From an optimization exercise on the open Yosys and OpenROAD flow, aimed at small area, a short achievable clock period and few clock cycles per item; shortcuts taken in it are not production practice. Function was checked by simulation only, so behaviour that the tests miss may differ from the original.

## run A
// taylor_cos
module taylor_cos
(
   input  logic         clock,
   input  logic         reset,
   input  logic         start,
   input  logic [W-1:0] angle_in,
   output logic         ready_out,
   output logic [W-1:0] cos_out
);
Size in the first run: roughly 2,200 cells after synthesis, about 57 flip-flops, ~52 I/O pins.
==> module taylor_cos, before the edit <==
module taylor_cos
(
   input  logic         clock,
   input  logic         reset,
   input  logic         start,
   input  logic [W-1:0] angle_in,
   output logic         ready_out,
   output logic [W-1:0] cos_out
);
   logic [4:0]  step_q;     
   logic        ready_q;
   logic [24:0] a_q;        
   logic [24:0] b_q;        
   logic        x23_q;      
   logic        idle;
   logic        accept;
   logic [24:0] s_row;
   logic        e_bit;
   logic [24:0] mul_p;
   logic [3:0]  t;
   logic [24:0] acc4;
   logic [23:0] x;
   assign x = {x23_q, a_q[22:0]};
   assign idle   = ~|step_q;
   assign accept = idle & start;
   fxp_mul u_mul (
      .a_in (a_q[23:0]),
      .b_in (b_q),
      .s_in (s_row),
      .e_in (e_bit),
      .p_c  (mul_p)
   );
   always_comb begin
      s_row = {1'b0, {23{x23_q}} & b_q[22:0], 1'b0};
      if (step_q[1]) s_row = 25'h1ffd27d;    
      if (step_q[2]) s_row = 25'h0055555;    
      if (step_q[3]) s_row = 25'h1c00000;    
      if (step_q[4]) s_row = 25'h0800000;    
   end
   assign e_bit = step_q[0] & x23_q;
   logic [7:0] c;
   assign c[0] = x >= 24'd2897;
   assign c[1] = x >= 24'd5931643;
   assign c[2] = x >= 24'd8388609;
   assign c[3] = x >= 24'd10273906;
   assign c[4] = x >= 24'd11863284;
   assign c[5] = x >= 24'd13263555;
   assign c[6] = x >= 24'd14529496;
   assign c[7] = x >= 24'd15693649;
   assign t[3] = c[7];
   assign t[2] = c[3] & ~c[7];
   assign t[1] = (c[1] & ~c[3]) | (c[5] & ~c[7]);
   assign t[0] = (c[0] & ~c[1]) | (c[2] & ~c[3]) | (c[4] & ~c[5]) | (c[6] & ~c[7]);
   assign acc4 = 25'd208 - {21'd0, t};
   always_ff @(posedge clock or posedge reset) begin
      if (reset) begin
         step_q  <= 5'd0;
         ready_q <= 1'b0;
      end else begin
         step_q <= {step_q[3:0], accept};
         if (accept)         ready_q <= 1'b0;
         else if (step_q[4]) ready_q <= 1'b1;
      end
   end
   always_ff @(posedge clock) begin
      if (accept) begin
         a_q   <= {2'b0, angle_in[22:0]};
         b_q   <= {2'b0, angle_in[22:0]};
         x23_q <= angle_in[23];
      end else if (step_q[0]) begin
         a_q <= acc4;
         b_q <= mul_p;
      end else if (!idle) begin
         a_q <= mul_p;
      end
   end
   assign ready_out = ready_q;
   assign cos_out   = a_q[24] ? {W{1'b0}} : a_q[W-1:0];
endmodule
export LEC_CHECK = 0
export ABC_AREA = 1
export CAP_MARGIN = 20
export CORE_MARGIN = 2
export CORE_UTILIZATION = 40
export SLEW_MARGIN = 20
export SYNTH_HIERARCHICAL = 1
create_clock -name core_clock -period 12.0 [get_ports {clock}]
standard.sh (not shown) runs the stock make flow with config.mk's settings and CLKGATE_MAP_FILE= SYNTH_SCRIPT=/design/flow/synth_recipe.tcl, a recipe that flattens the netlist after the stock synthesis.
==> flow/flow/run.sh <==
#!/bin/bash
set -euo pipefail
bash standard.sh SETUP_SLACK_MARGIN=5.5 "BUFFER_PORTS_ARGS=-buffer_cell sky130_fd_sc_hd__buf_1" finish > flow.log 2>&1
Testbench counts of run A, summed over its fixed seeds: cycles 3,072, items 512.
> inputs changed (run A -> run B)
--- a/flow/design.v
+++ b/flow/design.v
@@ -2269,52 +2269,50 @@
    output logic [W-1:0] cos_out
 );
    logic [4:0]  step_q;     
    logic        ready_q;
    logic [24:0] a_q;        
-   logic [24:0] b_q;        
+   logic [24:0] nb_q;       
    logic        x23_q;      
    logic        idle;
    logic        accept;
    logic [24:0] s_row;
    logic        e_bit;
    logic [24:0] mul_p;
    logic [3:0]  t;
    logic [24:0] acc4;
-   logic [23:0] x;
-   assign x = {x23_q, a_q[22:0]};
    assign idle   = ~|step_q;
    assign accept = idle & start;
    fxp_mul u_mul (
       .a_in (a_q[23:0]),
-      .b_in (b_q),
+      .b_in (~nb_q),
       .s_in (s_row),
       .e_in (e_bit),
       .p_c  (mul_p)
    );
    always_comb begin
-      s_row = {1'b0, {23{x23_q}} & b_q[22:0], 1'b0};
+      s_row = {1'b0, {23{x23_q}} & ~nb_q[22:0], 1'b0};
       if (step_q[1]) s_row = 25'h1ffd27d;    
       if (step_q[2]) s_row = 25'h0055555;    
       if (step_q[3]) s_row = 25'h1c00000;    
       if (step_q[4]) s_row = 25'h0800000;    
    end
    assign e_bit = step_q[0] & x23_q;
-   logic [7:0] c;
-   assign c[0] = x >= 24'd2897;
-   assign c[1] = x >= 24'd5931643;
-   assign c[2] = x >= 24'd8388609;
-   assign c[3] = x >= 24'd10273906;
-   assign c[4] = x >= 24'd11863284;
-   assign c[5] = x >= 24'd13263555;
-   assign c[6] = x >= 24'd14529496;
-   assign c[7] = x >= 24'd15693649;
-   assign t[3] = c[7];
-   assign t[2] = c[3] & ~c[7];
-   assign t[1] = (c[1] & ~c[3]) | (c[5] & ~c[7]);
-   assign t[0] = (c[0] & ~c[1]) | (c[2] & ~c[3]) | (c[4] & ~c[5]) | (c[6] & ~c[7]);
-   assign acc4 = 25'd208 - {21'd0, t};
+   logic [23:0] x;
+   assign x = {x23_q, a_q[22:0]};
+   always_comb begin
+      t = 4'd0;
+      if (x >= 24'd2897)     t = t + 4'd1;
+      if (x >= 24'd5931643)  t = t + 4'd1;
+      if (x >= 24'd8388609)  t = t + 4'd1;
+      if (x >= 24'd10273906) t = t + 4'd1;
+      if (x >= 24'd11863284) t = t + 4'd1;
+      if (x >= 24'd13263555) t = t + 4'd1;
+      if (x >= 24'd14529496) t = t + 4'd1;
+      if (x >= 24'd15693649) t = t + 4'd1;
+      acc4 = 25'd208 - {21'd0, t};
+   end
    always_ff @(posedge clock or posedge reset) begin
       if (reset) begin
          step_q  <= 5'd0;
          ready_q <= 1'b0;
       end else begin
@@ -2324,15 +2322,15 @@
       end
    end
    always_ff @(posedge clock) begin
       if (accept) begin
          a_q   <= {2'b0, angle_in[22:0]};
-         b_q   <= {2'b0, angle_in[22:0]};
+         nb_q  <= ~{2'b0, angle_in[22:0]};
          x23_q <= angle_in[23];
       end else if (step_q[0]) begin
          a_q <= acc4;
-         b_q <= mul_p;
+         nb_q <= ~mul_p;
       end else if (!idle) begin
          a_q <= mul_p;
       end
    end
    assign ready_out = ready_q;
## What came out
- The flow did not stop early for run B: all stages ran, and the layout cleared the timing, DRC and antenna checks.
- Fraction of area in multi-input gates sits higher in run B than in run A.
- On placeable core area: between run A and run B, it ends up lower for run A.
- In the metrics for run A and run B, the one carrying the higher synthesized-area fraction occupied by ao, oa, aoi and oai cells is run A.
- Between run A and run B, number of nets in the synthesized netlist is higher for run B, run A comes in under that.
- In the floorplan summary, run B is listed with a die area greater than that of run A.
- Across both runs, layout overhead on the synthesized area was lower for run B than for run A.
- Final critical path time including I/O delays and setup, run A and run B: smaller value in run B
- Total of fill cells in the finished design: lower on run A
- Between run A and run B, global routing usage summed across all routing layers decreased.
- Taking run A as the reference point, the cell depth of the worst setup path of run B rises by 14%.
- Going from run A to run B, area taken by multi-input logic gates went up by 3.4%.
Testbench counts of run B, summed over its fixed seeds: cycles 3,072, items 512.

port drivers added, routing unchanged:
The results above use ideal ports. As a check the final layouts listed here were re-extracted and re-timed, cells and wires unchanged. Step 1 assumes that a clkbuf_16 drives the clock port and a buf_2 every other input. Step 2 adds t to the input delays and takes it off the output delays; t is the mean of the earliest and latest rising clock arrival at the registers after step 1. Input paths then give back, and output paths get back, about the clock's delay inside the block. Three values: ideal ports, drivers, drivers and shift; two values: the first two.
| run | t (ns) | setup WS [ns] | latest minus earliest clock arrival (ns) | pins driven straight from the clock port |
|---|---|---|---|---|
| run A | 0.390 | 5.629 / 5.629 / 5.629 | 0.004 / 0.004 | 1 |
| run B | 0.381 | 5.661 / 5.661 / 5.661 | 0.007 / 0.007 | 1 |
After both steps setup and hold are still met in every run listed.
